Background: an optimization exercise with open tools, aiming at small area, a short achievable clock period and few clock cycles per item. Do not read the settings as production practice.
In this exercise RTL edits were held to simulation tests only and were not proved equivalent to the original.

==> run a <==
==> flow/design.v (excerpt) <==
module catmull_rom_closed_curve_point (
    input  wire logic          i_clk,
    input  wire logic          i_rst_n,
    input  wire logic          i_in_valid,
    output logic               o_in_stall,
    input  wire logic [64:0]   i_in_data,
    output logic               o_out_valid,
    input  wire logic          i_out_stall,
    output logic [48:0]        o_out_data,
    input  wire logic          i_cfg_wr_en,
    input  wire logic [9:0]    i_cfg_wr_data
);
==> flow/config.mk <==
export PLATFORM = sky130hd
export DESIGN_NAME = catmull_rom_closed_curve_point
export DESIGN_NICKNAME = catmull_rom_closed_curve_point
export VERILOG_FILES = /design/flow/design.v
export SDC_FILE = /design/flow/constraint.sdc
export NUM_CORES = 4
export LEC_CHECK = 0
export CAP_MARGIN = 20
export CORE_MARGIN = 2
export CORE_UTILIZATION = 35
export PLACE_DENSITY = 0.5
export SETUP_SLACK_MARGIN = 3.3
export SLEW_MARGIN = 20
==> flow/constraint.sdc <==
create_clock -name core_clock -period 9.0 [get_ports {i_clk}]
set_input_delay 1.8000 -clock core_clock [delete_from_list [all_inputs] [get_ports {i_clk}]]
set_output_delay 1.8000 -clock core_clock [all_outputs]
set_load 0.01 [all_outputs]
run.sh (not shown) runs the stock make flow with config.mk's settings and CLKGATE_MAP_FILE= SYNTH_SCRIPT=/design/flow/synth_recipe.tcl, a recipe that flattens the netlist after the stock synthesis.
==> inputs of run b, as changes to run a <==
--- a/flow/config.mk
+++ b/flow/config.mk
@@ -7,7 +7,7 @@
 export LEC_CHECK = 0
 export CAP_MARGIN = 20
 export CORE_MARGIN = 2
-export CORE_UTILIZATION = 35
-export PLACE_DENSITY = 0.5
-export SETUP_SLACK_MARGIN = 3.3
+export CORE_UTILIZATION = 30
+export PLACE_DENSITY = 0.45
+export SETUP_SLACK_MARGIN = 3.6
 export SLEW_MARGIN = 20
==> notes <==
In run a the non-clock buffer count is lower than in run b, by 341. Of run a and run b, run b has the higher maximum frequency (gap about 3%, measured against run b). Between run b and run a, the lower hold slack is in run a (gap 0.027 ns). Between run b and run a, the lower final area is in run a (gap about 4%, measured against run a). In flip-flop and latch count, run a and run b do not differ.
Testbench counts of run a, summed over its fixed seeds: cycles 2,719, items 2,267.
Testbench counts of run b, summed over its fixed seeds: cycles 2,719, items 2,267.

========
==> v16 <==
catmull_rom_closed_curve_point again, from the RTL that the note above started with.
export LEC_CHECK = 0
export CAP_MARGIN = 20
export CORE_MARGIN = 2
export CORE_UTILIZATION = 30
export PLACE_DENSITY = 0.45
export SLEW_MARGIN = 20
create_clock -name core_clock -period 9.0 [get_ports {i_clk}]
==> v35: changes against v16 <==
--- a/flow/config.mk
+++ b/flow/config.mk
@@ -9,4 +9,4 @@
 export CORE_MARGIN = 2
-export CORE_UTILIZATION = 30
-export PLACE_DENSITY = 0.45
+export CORE_UTILIZATION = 40
+export PLACE_DENSITY = 0.55
 export SLEW_MARGIN = 20
==> v27: changes against v16 <==
--- a/flow/config.mk
+++ b/flow/config.mk
@@ -11,2 +11,3 @@
 export PLACE_DENSITY = 0.45
+export SETUP_SLACK_MARGIN = 3.0
 export SLEW_MARGIN = 20
==> impl_metrics.json <==
{
  "status": "no timing/DRC/antenna violations",
  "worst-path-buf-inv": 2,
  "grtUsageMet1_pct": 29.10,
  "cp_slowest_cell": "edfxtp_1",
  "crit_start": "c1_pay[89]$_SDFFCE_PN0P_",
  "grt_max_degree": 179,
  "clk_share_pct": 3.634,
  "cp_top_family": "compound AO/OA/AOI/OAI gates",
  "route.met2.wl_um": 287300,
  "final_cell_count_no_fill": 23490
}
The numbers above come from v16.

==> impl_metrics.json <==
{
  "status": "no timing/DRC/antenna violations",
  "final_cell_count_no_fill": 21480,
  "crit_start": "c1_pay[80]$_SDFFCE_PN0P_",
  "cp_slowest_cell": "edfxtp_1",
  "dr.first_iter.drc_count": 16510,
  "clk_share_pct": 3.480,
  "grt_max_degree": 173,
  "worst-path-buf-inv": 1
}
The numbers above come from v35.

==> impl_metrics.json <==
{
  "status": "no timing/DRC/antenna violations",
  "clk_share_pct": 3.638,
  "crit_start": "b_d2[10]$_DFFE_PP_",
  "std_cell_rows": 274,
  "route.met2.wl_um": 287200,
  "grtUsageMet1_pct": 28.96,
  "synth_top_cells_by_area": "edfxtp_1, fa_1, a22oi_1, ha_1, inv_1",
  "cp_top_family": "adder cells"
}
The numbers above come from v27.

Testbench counts of v16, summed over its fixed seeds: cycles 2,719, items 2,267.
Testbench counts of v35, summed over its fixed seeds: cycles 2,719, items 2,267.
Testbench counts of v27, summed over its fixed seeds: cycles 2,719, items 2,267.

-- re-timing with driven ports --
The results above use ideal ports. As a check the final layouts listed here were re-extracted and re-timed, cells and wires unchanged.
Step 1 assumes that a clkbuf_16 drives the clock port and a buf_2 every other input.
Step 2 also shifts input and output timing later by t, the mid clock arrival at the registers, as if the neighbouring blocks saw the same clock.
Slacks: no drivers / after step 1 / after step 2; pairs: no drivers / after step 1.
run	shift t [ns]	slack for setup (ns)	worst register clock-pin slew, ns
run a	1.042	3.401 / 3.401 / 3.401	0.07 / 0.07
run b	1.074	3.577 / 3.577 / 3.577	0.07 / 0.07
v16	1.087	2.579 / 2.579 / 2.579	0.07 / 0.07
v35	1.062	2.459 / 2.459 / 2.459	0.07 / 0.07
v27	1.078	3.075 / 3.075 / 3.075	0.07 / 0.07
After both steps setup and hold are still met in every run listed.
